This design comes from an exercise in tuning for small area on the open sky130 flow, not from production work. In this exercise RTL edits were held to simulation tests only and were not proved equivalent to the original.

==> inputs of 05-08 <==
==> flow/design.v <==
package spectrum_pkg;
    localparam int NBINS     = 40;
    localparam int MAG_W     = 9;
    localparam int H_ACTIVE  = 640;
    localparam int V_ACTIVE  = 480;
    localparam int BAR_SHIFT = 4;
    localparam int MAG_MAX   = 480;
    typedef struct packed {
        logic [3:0] r;
        logic [3:0] g;
        logic [3:0] b;
    } rgb_t;
    localparam rgb_t COL_BAR   = 12'h0F0;
    localparam rgb_t COL_BG    = 12'h002;
    localparam rgb_t COL_PEAK  = 12'hFFF;
    localparam rgb_t COL_BLANK = 12'h000;
endpackage
import spectrum_pkg::*;
module spectrum_bin_buffer
#(
    parameter int NBINS = spectrum_pkg::NBINS,
    parameter int MAG_W = spectrum_pkg::MAG_W
) (
    input  logic             clk_i,
    input  logic             rst_ni,
    input  logic [9:0]       x_i,
    input  logic [2:0]       xm5_i,       
    input  logic             swap_evt_i,
    input  logic             bin_valid_i,
    output logic             bin_ready_o,
    input  logic [5:0]       bin_idx_i,
    input  logic [MAG_W-1:0] bin_mag_i,
    input  logic             bin_last_i,
    output logic             frame_pending_o,
    output logic             swap_o,
    output logic             clr_o,       
    output logic [MAG_W-1:0] head_o       
);
    localparam logic [MAG_W-1:0] MAG_CAP = MAG_W'(MAG_MAX);
    logic [MAG_W-1:0] bank0_q [NBINS];
    logic [MAG_W-1:0] bank1_q [NBINS];
    logic sel_q, pend_q;
    logic fire, swap;
    assign fire = bin_valid_i & ~pend_q;
    assign swap = swap_evt_i & pend_q;
    logic [MAG_W-1:0] wd_q;
    logic [2:0]       col_q, row_q;
    logic             w0_q, w1_q, clr_q;
    logic [4:0]       lo;
    logic [1:0]       bor;
    logic [3:0]       hs;
    function automatic logic [2:0] mod5(input logic [3:0] v);
        mod5 = 3'd0;
        for (int i = 0; i < 16; i++) if (v == 4'(i)) mod5 = 3'(i % 5);
    endfunction
    assign lo  = 5'(bin_idx_i[2:0]) - 5'(x_i[2:0]) - 5'd2;      
    assign bor = lo[4] ? (lo[3] ? 2'd1 : 2'd2) : 2'd0;
    assign hs  = 4'd10 + 4'(bin_idx_i[5:3]) - 4'(xm5_i) - 4'(bor);  
    always_ff @(posedge clk_i) begin
        clr_q <= ~rst_ni;
        wd_q  <= (!rst_ni) ? '0 : (bin_mag_i > MAG_CAP) ? MAG_CAP : bin_mag_i;
        col_q <= lo[2:0];
        row_q <= mod5(hs);
        w0_q  <= rst_ni & fire & (bin_idx_i < 6'(NBINS)) & sel_q;
        w1_q  <= rst_ni & fire & (bin_idx_i < 6'(NBINS)) & ~sel_q;
    end
    logic [7:0] col0, col1;
    logic [4:0] row;
    for (genvar i = 0; i < 8; i++) begin : g_col
        assign col0[i] = clr_q | (w0_q & (col_q == 3'(i)));
        assign col1[i] = clr_q | (w1_q & (col_q == 3'(i)));
    end
    for (genvar k = 0; k < 5; k++) begin : g_row
        assign row[k] = clr_q | (row_q == 3'(k));
    end
    for (genvar p = 0; p < NBINS; p++) begin : g_slot
        localparam int N = (p + 1) % NBINS;
        logic we0, we1;
        logic [MAG_W-1:0] nx0, nx1, wd;
        assign we0 = col0[p % 8] & row[p / 8];
        assign we1 = col1[p % 8] & row[p / 8];
        assign nx0 = ~bank0_q[N];
        assign nx1 = ~bank1_q[N];
        assign wd  = (p % 2 == 1) ? ~wd_q : wd_q;
        always_ff @(posedge clk_i) begin
            bank0_q[p] <= we0 ? wd : nx0;
            bank1_q[p] <= we1 ? wd : nx1;
        end
    end
    always_ff @(posedge clk_i) begin
        if (!rst_ni) begin
            sel_q  <= 1'b0;
            pend_q <= 1'b0;
        end else begin
            if (swap) sel_q <= ~sel_q;
            if (swap)                   pend_q <= 1'b0;
            else if (fire & bin_last_i) pend_q <= 1'b1;
        end
    end
    assign head_o          = sel_q ? bank1_q[0] : bank0_q[0];
    assign clr_o           = clr_q;
    assign swap_o          = swap;
    assign bin_ready_o     = ~pend_q;
    assign frame_pending_o = pend_q;
endmodule
import spectrum_pkg::*;
module spectrum_renderer
#(
    parameter int NBINS = spectrum_pkg::NBINS,
    parameter int MAG_W = spectrum_pkg::MAG_W
) (
    input  logic             vgaclk,
    input  logic             rst_n,
    input  logic [9:0]       x_in,
    input  logic [9:0]       y_in,
    input  logic             hsync_in,
    input  logic             vsync_in,
    input  logic             bin_valid,
    output logic             bin_ready,
    input  logic [5:0]       bin_idx,
    input  logic [MAG_W-1:0] bin_mag,
    input  logic             bin_last,
    output logic             hsync_out,
    output logic             vsync_out,
    output logic [3:0]       red,
    output logic [3:0]       green,
    output logic [3:0]       blue,
    output logic             frame_pending
);
    localparam logic [9:0] HA = 10'(H_ACTIVE);
    localparam logic [9:0] VA = 10'(V_ACTIVE);
    logic             x0, swap_evt, swap, clr;
    logic [MAG_W-1:0] f_head;
    assign x0       = (x_in == 10'd0);
    assign swap_evt = x0 && (y_in == VA);
    logic [4:0] xs;
    logic [2:0] m5;
    function automatic logic [2:0] mod5(input logic [4:0] v);
        mod5 = 3'd0;
        for (int i = 0; i < 32; i++) if (v == 5'(i)) mod5 = 3'(i % 5);
    endfunction
    assign xs     = 5'(x_in[6:3]) + 5'(x_in[9:7]);
    assign m5     = mod5(xs);
    spectrum_bin_buffer #(
        .NBINS(NBINS),
        .MAG_W(MAG_W)
    ) u_buf (
        .clk_i          (vgaclk),
        .rst_ni         (rst_n),
        .x_i            (x_in),
        .xm5_i          (m5),
        .swap_evt_i     (swap_evt),
        .bin_valid_i    (bin_valid),
        .bin_ready_o    (bin_ready),
        .bin_idx_i      (bin_idx),
        .bin_mag_i      (bin_mag),
        .bin_last_i     (bin_last),
        .frame_pending_o(frame_pending),
        .swap_o         (swap),
        .clr_o          (clr),
        .head_o         (f_head)
    );
    logic [MAG_W-1:0] pk_q [NBINS];
    logic             upd_q, valid_q, upd_end;
    logic [MAG_W-1:0] p_head, newpk;
    assign p_head  = valid_q ? pk_q[0] : '0;
    assign newpk   = (f_head >= p_head) ? f_head : p_head - 1'b1;
    assign upd_end = (x_in == 10'(NBINS));
    always_ff @(posedge vgaclk) begin
        for (int p = 0; p < NBINS - 1; p++) pk_q[p] <= pk_q[p+1];
        pk_q[NBINS-1] <= upd_q ? newpk : pk_q[0];
    end
    always_ff @(posedge vgaclk) begin
        if (!rst_n) begin
            upd_q   <= 1'b0;
            valid_q <= 1'b0;
        end else begin
            if (swap)         upd_q <= 1'b1;
            else if (upd_end) upd_q <= 1'b0;
            if (upd_q && upd_end) valid_q <= 1'b1;
        end
    end
    logic [6:0] ahead;
    logic       active, bar_d, hit_d, bar_e, hit_e, keep;
    logic [1:0] dq_q [4];
    logic [1:0] c1_q, c2_q;      
    logic       hs1_q, vs1_q, hs2_q, vs2_q;
    assign ahead  = {1'b0, m5, x_in[2:0]} - {1'b0, x_in[9:4]};
    assign keep   = (ahead[6:2] == '0);
    assign active = (x_in < HA) && (y_in < VA);
    assign bar_d  = ({1'b0, f_head} + 10'd32 > {1'b0, ~y_in[8:0]}) & ~clr;
    assign hit_d  = ({1'b0, p_head} + 10'd32 == {1'b0, ~y_in[8:0]}) && (p_head != '0);
    assign bar_e  = x0 ? bar_d : dq_q[x_in[5:4]][0];
    assign hit_e  = x0 ? hit_d : dq_q[x_in[5:4]][1];
    always_ff @(posedge vgaclk) begin
        for (int i = 0; i < 4; i++) begin
            if (!rst_n)                         dq_q[i] <= 2'b00;
            else if (keep && x_in[1:0] == 2'(i)) dq_q[i] <= {hit_d, bar_d};
        end
    end
    always_ff @(posedge vgaclk) begin
        if (!rst_n) begin
            c1_q    <= 2'b01;
            hs1_q   <= 1'b1;
            vs1_q   <= 1'b1;
            c2_q    <= 2'b00;
            hs2_q   <= 1'b1;
            vs2_q   <= 1'b1;
        end else begin
            c1_q    <= {active & (hit_e | bar_e), active & (hit_e | ~bar_e)};
            hs1_q   <= hsync_in;
            vs1_q   <= vsync_in;
            c2_q    <= c1_q;
            hs2_q   <= hs1_q;
            vs2_q   <= vs1_q;
        end
    end
    assign hsync_out = hs2_q;
    assign vsync_out = vs2_q;
    assign red       = {4{&c2_q}};
    assign green     = {4{c2_q[1]}};
    assign blue      = {&c2_q, &c2_q, c2_q[0], &c2_q};
endmodule
==> flow/flow/run.sh <==
#!/bin/bash
# Layout flow: the standard flow (standard.sh: the standard flow's synthesis script
# and ORFS's steps), with three changes:
#  - ABC maps the logic with flow/abc_area.script (area-oriented amap instead
#    of map plus buffering and sizing); ORFS's scripts are copied into this
#    folder with that one file replaced and SCRIPTS_DIR points at the copy.
#    Registers are mapped by Yosys as before; only the gates differ.
#  - clock tree synthesis uses clkbuf_8 leaf buffers over clusters of up to
#    18 flip-flops (60 um across) and adds no dummy loads;
#  - the buffer placed on every input and output port is a buf_1 (the
#    default pick is the larger clkdlybuf4s50_1); repair may still resize it.
# standard.sh's full output goes to standard.log; ORFS's per-step logs are
# under orfs/logs/.
set -e
cd "$(dirname "$0")/.."
rm -rf scripts_amap
cp -r "$FLOW_HOME/scripts" scripts_amap
cp flow/abc_area.script scripts_amap/abc_area.script
export SCRIPTS_DIR="$PWD/scripts_amap"
CTS="-sink_clustering_enable -repair_clock_nets -dont_use_dummy_load"
CTS="$CTS -buf_list sky130_fd_sc_hd__clkbuf_8"
CTS="$CTS -sink_clustering_size 18 -sink_clustering_max_diameter 60"
export CTS_ARGS="$CTS"
export BUFFER_PORTS_ARGS="-buffer_cell sky130_fd_sc_hd__buf_1"
echo "export CTS_ARGS = $CTS" >> config.mk
echo "export BUFFER_PORTS_ARGS = $BUFFER_PORTS_ARGS" >> config.mk
bash standard.sh > standard.log 2>&1
==> flow/flow/abc_area.script <==
strash
dch -f
amap
topo
==> flow/standard.sh <==
#!/bin/bash
# synth_recipe.tcl (not shown) runs the flow's synth.tcl, then flattens the netlist and writes it again
# the make line also repeats each setting of config.mk as NAME=value (left out here)
make -C /OpenROAD-flow-scripts/flow DESIGN_CONFIG=/design/flow/config.mk WORK_HOME=/design/flow/orfs CLKGATE_MAP_FILE= SYNTH_SCRIPT=/design/flow/synth_recipe.tcl "${@:-finish}"
==> flow/config.mk <==
export PLATFORM = sky130hd
export DESIGN_NAME = spectrum_renderer
export DESIGN_NICKNAME = spectrum_renderer
export VERILOG_FILES = /design/flow/design.v
export SDC_FILE = /design/flow/constraint.sdc
export NUM_CORES = 4
export LEC_CHECK = 0
export ABC_AREA = 1
export CAP_MARGIN = 30
export CORE_MARGIN = 2
export CORE_UTILIZATION = 65
export SLEW_MARGIN = 20
export CTS_ARGS = -sink_clustering_enable -repair_clock_nets -dont_use_dummy_load -buf_list sky130_fd_sc_hd__clkbuf_8 -sink_clustering_size 18 -sink_clustering_max_diameter 60
export BUFFER_PORTS_ARGS = -buffer_cell sky130_fd_sc_hd__buf_1
==> flow/constraint.sdc <==
create_clock -name core_clock -period 10.0 [get_ports {vgaclk}]
set_input_delay 2.0000 -clock core_clock [delete_from_list [all_inputs] [get_ports {vgaclk}]]
set_output_delay 2.0000 -clock core_clock [all_outputs]
set_load 0.01 [all_outputs]
==> 02-12 (differences from 05-08) <==
==> flow/design.v, changed modules only <==
module spectrum_bin_buffer
#(
    parameter int NBINS = spectrum_pkg::NBINS,
    parameter int MAG_W = spectrum_pkg::MAG_W
) (
    input  logic             clk_i,
    input  logic             rst_ni,
    input  logic [9:0]       x_i,
    input  logic [2:0]       xm5_i,       
    input  logic             swap_evt_i,
    input  logic             bin_valid_i,
    output logic             bin_ready_o,
    input  logic [5:0]       bin_idx_i,
    input  logic [MAG_W-1:0] bin_mag_i,
    input  logic             bin_last_i,
    output logic             frame_pending_o,
    output logic             swap_o,
    output logic [MAG_W-1:0] head_o       
);
    localparam logic [MAG_W-1:0] MAG_CAP = MAG_W'(MAG_MAX);
    logic [MAG_W-1:0] bank0_q [NBINS];
    logic [MAG_W-1:0] bank1_q [NBINS];
    logic sel_q, pend_q;
    logic fire, swap;
    assign fire = bin_valid_i & ~pend_q;
    assign swap = swap_evt_i & pend_q;
    logic [MAG_W-1:0] wdat;
    logic [2:0]       col, row_w;
    logic             w0, w1, clr;
    logic [4:0]       lo;
    logic [1:0]       bor;
    logic [3:0]       hs;
    function automatic logic [2:0] mod5(input logic [3:0] v);
        mod5 = 3'd0;
        for (int i = 0; i < 16; i++) if (v == 4'(i)) mod5 = 3'(i % 5);
    endfunction
    assign lo  = 5'(bin_idx_i[2:0]) - 5'(x_i[2:0]) - 5'd1;      
    assign bor = lo[4] ? 2'd1 : 2'd0;
    assign hs  = 4'd10 + 4'(bin_idx_i[5:3]) - 4'(xm5_i) - 4'(bor);  
    assign clr = ~rst_ni;
    assign wdat = (!rst_ni) ? '0 : (bin_mag_i > MAG_CAP) ? MAG_CAP : bin_mag_i;
    assign col = lo[2:0];
    assign row_w = mod5(hs);
    assign w0  = fire & (bin_idx_i < 6'(NBINS)) & sel_q;
    assign w1  = fire & (bin_idx_i < 6'(NBINS)) & ~sel_q;
    logic [7:0] col0, col1;
    logic [4:0] row;
    for (genvar i = 0; i < 8; i++) begin : g_col
        assign col0[i] = clr | (w0 & (col == 3'(i)));
        assign col1[i] = clr | (w1 & (col == 3'(i)));
    end
    for (genvar k = 0; k < 5; k++) begin : g_row
        assign row[k] = clr | (row_w == 3'(k));
    end
    for (genvar p = 0; p < NBINS; p++) begin : g_slot
        localparam int N = (p + 1) % NBINS;
        logic we0, we1;
        logic [MAG_W-1:0] nx0, nx1, wd;
        assign we0 = col0[p % 8] & row[p / 8];
        assign we1 = col1[p % 8] & row[p / 8];
        assign nx0 = ~bank0_q[N];
        assign nx1 = ~bank1_q[N];
        assign wd  = (p % 2 == 1) ? ~wdat : wdat;
        always_ff @(posedge clk_i) begin
            bank0_q[p] <= we0 ? wd : nx0;
            bank1_q[p] <= we1 ? wd : nx1;
        end
    end
    always_ff @(posedge clk_i) begin
        if (!rst_ni) begin
            sel_q  <= 1'b0;
            pend_q <= 1'b0;
        end else begin
            if (swap) sel_q <= ~sel_q;
            if (swap)                   pend_q <= 1'b0;
            else if (fire & bin_last_i) pend_q <= 1'b1;
        end
    end
    assign head_o          = sel_q ? bank1_q[0] : bank0_q[0];
    assign swap_o          = swap;
    assign bin_ready_o     = ~pend_q;
    assign frame_pending_o = pend_q;
endmodule
module spectrum_renderer
#(
    parameter int NBINS = spectrum_pkg::NBINS,
    parameter int MAG_W = spectrum_pkg::MAG_W
) (
    input  logic             vgaclk,
    input  logic             rst_n,
    input  logic [9:0]       x_in,
    input  logic [9:0]       y_in,
    input  logic             hsync_in,
    input  logic             vsync_in,
    input  logic             bin_valid,
    output logic             bin_ready,
    input  logic [5:0]       bin_idx,
    input  logic [MAG_W-1:0] bin_mag,
    input  logic             bin_last,
    output logic             hsync_out,
    output logic             vsync_out,
    output logic [3:0]       red,
    output logic [3:0]       green,
    output logic [3:0]       blue,
    output logic             frame_pending
);
    localparam logic [9:0] HA = 10'(H_ACTIVE);
    localparam logic [9:0] VA = 10'(V_ACTIVE);
    logic             x0, swap_evt, swap;
    logic [MAG_W-1:0] f_head;
    assign x0       = (x_in == 10'd0);
    assign swap_evt = x0 && (y_in == VA);
    logic [4:0] xs;
    logic [2:0] m5;
    function automatic logic [2:0] mod5(input logic [4:0] v);
        mod5 = 3'd0;
        for (int i = 0; i < 32; i++) if (v == 5'(i)) mod5 = 3'(i % 5);
    endfunction
    assign xs     = 5'(x_in[6:3]) + 5'(x_in[9:7]);
    assign m5     = mod5(xs);
    spectrum_bin_buffer #(
        .NBINS(NBINS),
        .MAG_W(MAG_W)
    ) u_buf (
        .clk_i          (vgaclk),
        .rst_ni         (rst_n),
        .x_i            (x_in),
        .xm5_i          (m5),
        .swap_evt_i     (swap_evt),
        .bin_valid_i    (bin_valid),
        .bin_ready_o    (bin_ready),
        .bin_idx_i      (bin_idx),
        .bin_mag_i      (bin_mag),
        .bin_last_i     (bin_last),
        .frame_pending_o(frame_pending),
        .swap_o         (swap),
        .head_o         (f_head)
    );
    logic [MAG_W-1:0] pk_q [NBINS];
    logic             upd_q, valid_q, upd_end, take_f;
    logic [MAG_W-1:0] p_head, newpk;
    assign p_head  = valid_q ? pk_q[0] : '0;
    assign take_f  = upd_q & (f_head >= p_head);
    assign newpk   = take_f ? f_head : pk_q[0] - MAG_W'(upd_q);
    assign upd_end = (x_in == 10'(NBINS));
    always_ff @(posedge vgaclk) begin
        for (int p = 0; p < NBINS - 1; p++) pk_q[p] <= pk_q[p+1];
        pk_q[NBINS-1] <= newpk;
    end
    always_ff @(posedge vgaclk) begin
        if (!rst_n) begin
            upd_q   <= 1'b0;
            valid_q <= 1'b0;
        end else begin
            if (swap)         upd_q <= 1'b1;
            else if (upd_end) upd_q <= 1'b0;
            if (upd_q && upd_end) valid_q <= 1'b1;
        end
    end
    logic [6:0] ahead;
    logic       active, bar_d, hit_d, bar_e, hit_e, keep;
    logic [1:0] dq_q [4];
    logic [1:0] c1_q, c2_q;      
    logic       hs1_q, vs1_q, hs2_q, vs2_q;
    assign ahead  = {1'b0, m5, x_in[2:0]} - {1'b0, x_in[9:4]};
    assign keep   = (ahead[6:2] == '0);
    assign active = (x_in < HA) && (y_in < VA);
    assign bar_d  = ({1'b0, f_head} + 10'd32 > {1'b0, ~y_in[8:0]});
    assign hit_d  = ({1'b0, p_head} + 10'd32 == {1'b0, ~y_in[8:0]}) && (p_head != '0);
    assign bar_e  = x0 ? bar_d : dq_q[x_in[5:4]][0];
    assign hit_e  = x0 ? hit_d : dq_q[x_in[5:4]][1];
    always_ff @(posedge vgaclk) begin
        for (int i = 0; i < 4; i++) begin
            if (!rst_n)                         dq_q[i] <= 2'b00;
            else if (keep && x_in[1:0] == 2'(i)) dq_q[i] <= {hit_d, bar_d};
        end
    end
    always_ff @(posedge vgaclk) begin
        if (!rst_n) begin
            c1_q    <= 2'b01;
            hs1_q   <= 1'b1;
            vs1_q   <= 1'b1;
            c2_q    <= 2'b00;
            hs2_q   <= 1'b1;
            vs2_q   <= 1'b1;
        end else begin
            c1_q    <= {active & (hit_e | bar_e), active & (hit_e | ~bar_e)};
            hs1_q   <= hsync_in;
            vs1_q   <= vsync_in;
            c2_q    <= c1_q;
            hs2_q   <= hs1_q;
            vs2_q   <= vs1_q;
        end
    end
    assign hsync_out = hs2_q;
    assign vsync_out = vs2_q;
    assign red       = {4{&c2_q}};
    assign green     = {4{c2_q[1]}};
    assign blue      = {&c2_q, &c2_q, c2_q[0], &c2_q};
endmodule
Settings changed: CAP_MARGIN 30 to 10, SLEW_MARGIN 20 to 10.
==> 08-09 (differences from 05-08) <==
==> flow/design.v, changed modules only <==
module spectrum_bin_buffer
#(
    parameter int NBINS = spectrum_pkg::NBINS,
    parameter int MAG_W = spectrum_pkg::MAG_W
) (
    input  logic             clk_i,
    input  logic             rst_ni,
    input  logic [9:0]       x_i,
    input  logic             swap_evt_i,
    input  logic             bin_valid_i,
    output logic             bin_ready_o,
    input  logic [5:0]       bin_idx_i,
    input  logic [MAG_W-1:0] bin_mag_i,
    input  logic             bin_last_i,
    output logic             frame_pending_o,
    output logic             swap_o,
    output logic             clr_o,       
    output logic [MAG_W-1:0] head_o       
);
    localparam logic [MAG_W-1:0] MAG_CAP = MAG_W'(MAG_MAX);
    logic [MAG_W-1:0] bank0_q [NBINS];
    logic [MAG_W-1:0] bank1_q [NBINS];
    logic sel_q, pend_q;
    logic fire, swap;
    assign fire = bin_valid_i & ~pend_q;
    assign swap = swap_evt_i & pend_q;
    logic [MAG_W-1:0] wd_q;
    logic [2:0]       t8_q, t5_q;
    logic             w0_q, w1_q, clr_q;
    logic [5:0]       r5;
    function automatic logic [2:0] mod5(input logic [5:0] v);
        mod5 = 3'd0;
        for (int i = 0; i < 64; i++) if (v == 6'(i)) mod5 = 3'(i % 5);
    endfunction
    assign r5 = 6'd38 + 6'(bin_idx_i[3:0]) + 6'(bin_idx_i[5:4])
              - 6'(x_i[3:0]) - 6'(x_i[7:4]) - 6'(x_i[9:8]);
    always_ff @(posedge clk_i) begin
        clr_q <= ~rst_ni;
        wd_q  <= (!rst_ni) ? '0 : (bin_mag_i > MAG_CAP) ? MAG_CAP : bin_mag_i;
        t8_q  <= bin_idx_i[2:0] - x_i[2:0] - 3'd2;
        t5_q  <= mod5(r5);
        w0_q  <= rst_ni & fire & (bin_idx_i < 6'(NBINS)) & sel_q;
        w1_q  <= rst_ni & fire & (bin_idx_i < 6'(NBINS)) & ~sel_q;
    end
    for (genvar p = 0; p < NBINS; p++) begin : g_slot
        localparam int N = (p + 1) % NBINS;
        logic hit, we0, we1;
        logic [MAG_W-1:0] nx0, nx1, wd;
        assign hit = (t8_q == 3'(p % 8)) & (t5_q == 3'(p % 5));
        assign we0 = clr_q | (hit & w0_q);
        assign we1 = clr_q | (hit & w1_q);
        assign nx0 = ~bank0_q[N];
        assign nx1 = ~bank1_q[N];
        assign wd  = (p % 2 == 1) ? ~wd_q : wd_q;
        always_ff @(posedge clk_i) begin
            bank0_q[p] <= we0 ? wd : nx0;
            bank1_q[p] <= we1 ? wd : nx1;
        end
    end
    always_ff @(posedge clk_i) begin
        if (!rst_ni) begin
            sel_q  <= 1'b0;
            pend_q <= 1'b0;
        end else begin
            if (swap) sel_q <= ~sel_q;
            if (swap)                   pend_q <= 1'b0;
            else if (fire & bin_last_i) pend_q <= 1'b1;
        end
    end
    assign head_o          = sel_q ? bank1_q[0] : bank0_q[0];
    assign clr_o           = clr_q;
    assign swap_o          = swap;
    assign bin_ready_o     = ~pend_q;
    assign frame_pending_o = pend_q;
endmodule
module spectrum_renderer
#(
    parameter int NBINS = spectrum_pkg::NBINS,
    parameter int MAG_W = spectrum_pkg::MAG_W
) (
    input  logic             vgaclk,
    input  logic             rst_n,
    input  logic [9:0]       x_in,
    input  logic [9:0]       y_in,
    input  logic             hsync_in,
    input  logic             vsync_in,
    input  logic             bin_valid,
    output logic             bin_ready,
    input  logic [5:0]       bin_idx,
    input  logic [MAG_W-1:0] bin_mag,
    input  logic             bin_last,
    output logic             hsync_out,
    output logic             vsync_out,
    output logic [3:0]       red,
    output logic [3:0]       green,
    output logic [3:0]       blue,
    output logic             frame_pending
);
    localparam logic [9:0] HA = 10'(H_ACTIVE);
    localparam logic [9:0] VA = 10'(V_ACTIVE);
    logic             x0, swap_evt, swap, clr;
    logic [MAG_W-1:0] f_head;
    assign x0       = (x_in == 10'd0);
    assign swap_evt = x0 && (y_in == VA);
    spectrum_bin_buffer #(
        .NBINS(NBINS),
        .MAG_W(MAG_W)
    ) u_buf (
        .clk_i          (vgaclk),
        .rst_ni         (rst_n),
        .x_i            (x_in),
        .swap_evt_i     (swap_evt),
        .bin_valid_i    (bin_valid),
        .bin_ready_o    (bin_ready),
        .bin_idx_i      (bin_idx),
        .bin_mag_i      (bin_mag),
        .bin_last_i     (bin_last),
        .frame_pending_o(frame_pending),
        .swap_o         (swap),
        .clr_o          (clr),
        .head_o         (f_head)
    );
    logic [MAG_W-1:0] pk_q [NBINS];
    logic             upd_q, valid_q, upd_end;
    logic [MAG_W-1:0] p_head, newpk;
    assign p_head  = valid_q ? pk_q[0] : '0;
    assign newpk   = (f_head >= p_head) ? f_head : p_head - 1'b1;
    assign upd_end = (x_in == 10'(NBINS));
    always_ff @(posedge vgaclk) begin
        for (int p = 0; p < NBINS - 1; p++) pk_q[p] <= pk_q[p+1];
        pk_q[NBINS-1] <= upd_q ? newpk : pk_q[0];
    end
    always_ff @(posedge vgaclk) begin
        if (!rst_n) begin
            upd_q   <= 1'b0;
            valid_q <= 1'b0;
        end else begin
            if (swap)         upd_q <= 1'b1;
            else if (upd_end) upd_q <= 1'b0;
            if (upd_q && upd_end) valid_q <= 1'b1;
        end
    end
    logic [9:0] h;
    logic [4:0] xs;
    logic [2:0] m5;
    logic [6:0] ahead;
    logic       active, bar_d, hit_d, bar_e, hit_e, keep;
    logic [1:0] dq_q [4];
    logic [1:0] c1_q, c2_q;      
    logic       hs1_q, vs1_q, hs2_q, vs2_q;
    function automatic logic [2:0] mod5(input logic [4:0] v);
        mod5 = 3'd0;
        for (int i = 0; i < 32; i++) if (v == 5'(i)) mod5 = 3'(i % 5);
    endfunction
    assign xs     = 5'(x_in[6:3]) + 5'(x_in[9:7]);
    assign m5     = mod5(xs);
    assign ahead  = {1'b0, m5, x_in[2:0]} - {1'b0, x_in[9:4]};
    assign keep   = (ahead[6:2] == '0);
    assign h      = 10'd479 - y_in;
    assign active = (x_in < HA) && (y_in < VA);
    assign bar_d  = (10'(f_head) > h) & ~clr;
    assign hit_d  = (10'(p_head) == h) && (p_head != '0);
    assign bar_e  = x0 ? bar_d : dq_q[x_in[5:4]][0];
    assign hit_e  = x0 ? hit_d : dq_q[x_in[5:4]][1];
    always_ff @(posedge vgaclk) begin
        for (int i = 0; i < 4; i++) begin
            if (!rst_n)                         dq_q[i] <= 2'b00;
            else if (keep && x_in[1:0] == 2'(i)) dq_q[i] <= {hit_d, bar_d};
        end
    end
    always_ff @(posedge vgaclk) begin
        if (!rst_n) begin
            c1_q    <= 2'b01;
            hs1_q   <= 1'b1;
            vs1_q   <= 1'b1;
            c2_q    <= 2'b00;
            hs2_q   <= 1'b1;
            vs2_q   <= 1'b1;
        end else begin
            c1_q    <= {active & (hit_e | bar_e), active & (hit_e | ~bar_e)};
            hs1_q   <= hsync_in;
            vs1_q   <= vsync_in;
            c2_q    <= c1_q;
            hs2_q   <= hs1_q;
            vs2_q   <= vs1_q;
        end
    end
    assign hsync_out = hs2_q;
    assign vsync_out = vs2_q;
    assign red       = {4{&c2_q}};
    assign green     = {4{c2_q[1]}};
    assign blue      = {&c2_q, &c2_q, c2_q[0], &c2_q};
endmodule
==> flow/flow/run.sh (replaced) <==
#!/bin/bash
# Layout flow: the standard flow (standard.sh, unchanged synthesis and
# steps), with clock tree synthesis told to use clkbuf_8 leaf buffers over
# clusters of up to 15 flip-flops and to add no dummy loads.
set -e
cd "$(dirname "$0")/.."
CTS="-sink_clustering_enable -repair_clock_nets -dont_use_dummy_load"
CTS="$CTS -buf_list sky130_fd_sc_hd__clkbuf_8"
CTS="$CTS -sink_clustering_size 15 -sink_clustering_max_diameter 50"
export CTS_ARGS="$CTS"
echo "export CTS_ARGS = $CTS" >> config.mk
bash standard.sh > standard.log 2>&1
Settings changed: BUFFER_PORTS_ARGS -buffer_cell sky130_fd_sc_hd__buf_1 to not set, CORE_UTILIZATION 65 to 40, CTS_ARGS -sink_clustering_enable -repair_clock_nets -dont_use_dummy_load -buf_list sky130_fd_sc_hd__clkbuf_8 -sink_clustering_size 18 -sink_clustering_max_diameter 60 to -sink_clustering_enable -repair_clock_nets -dont_use_dummy_load -buf_list sky130_fd_sc_hd__clkbuf_8 -sink_clustering_size 15 -sink_clustering_max_diameter 50.
removed: flow/flow/abc_area.script
==> flow_metrics.tcl <==
set metrics [dict create \
    clk_pin_slew_ps 100 \
    worstSetupStartpoint "x_in[4]" \
    outcome "timing/DRC/antenna clean" \
    synth_area_leaders "dfxtp_1, o22ai_1, nor2_1" \
    nWellTaps 600 \
    cts_buffers 72 \
    drt-pass1-iter-count 5 \
    syn_avg_cell_area_um2 12.3 \
    synthToLayoutAreaGrowth_pct 7.16 \
    layout.nonclk_buf_share_pct 1.23 \
]
-- figures above: 02-12

==> flow_metrics.tcl <==
set metrics [dict create \
    synth_area_leaders "dfxtp_1, o21ai_0, nand2_1" \
    top_regs "pk_q (360), u_buf.bank0_q (360), u_buf.bank1_q (360)" \
    clk_pin_slew_ps 80 \
    layout.nonclk_buf_share_pct 2.20 \
    drt-pass1-iter-count 6 \
    worstSetupStartpoint "x_in[1]" \
    syn_avg_cell_area_um2 9.69 \
    cts_buffers 99 \
    timing.final.ws_setup_ps 4170 \
    outcome "timing/DRC/antenna clean" \
    worstMarginPinSlew_ps 937 \
]
-- figures above: 08-09

==> flow_metrics.tcl <==
set metrics [dict create \
    antenna_found_initial 0 \
    nWellTaps 600 \
    path_buf_inv 5 \
    worstSetupStartpoint "x_in[4]" \
    layout.nonclk_buf_share_pct 1.38 \
    clk_pin_slew_ps 100 \
    cp_top_family "compound AO/OA/AOI/OAI gates" \
    cts_buffers 73 \
    synthToLayoutAreaGrowth_pct 7.26 \
    synth_area_leaders "dfxtp_1, o22ai_1, nor2_1" \
    htree_levels 3 \
    syn_avg_cell_area_um2 12.2 \
    outcome "timing/DRC/antenna clean" \
]
-- figures above: 05-08

==> port drivers added, routing unchanged <==
No port has a modelled driver above. Below, the same layouts with a new extraction and two added sets of constraints. Step 1, drivers: a clkbuf_16 drives vgaclk and a buf_2 each remaining input, both assumed. Step 2 adds t to the input delays and takes it off the output delays; t is the mean of the earliest and latest rising clock arrival at the registers after step 1. Input paths then give back, and output paths get back, about the clock's delay inside the block. Slacks: no drivers / after step 1 / after step 2; pairs: no drivers / after step 1.
| run | shift t [ns] | setup WS [ns] | worst setup path at the end | slew at the worst register clock pin (ns) |
|---|---|---|---|---|
| 05-08 | 0.703 | 3.723 / 3.753 / 3.050 | input to register | 0.11 / 0.11 |
| 02-12 | 0.698 | 2.109 / 2.139 / 1.441 | input to register | 0.11 / 0.11 |
| 08-09 | 0.734 | 4.168 / 4.195 / 3.461 | input to register | 0.10 / 0.10 |
After both steps every run listed still meets setup and hold. The setup slack of 08-09, which loses most, moves by +0.027 ns with the drivers and by -0.707 ns with both steps.
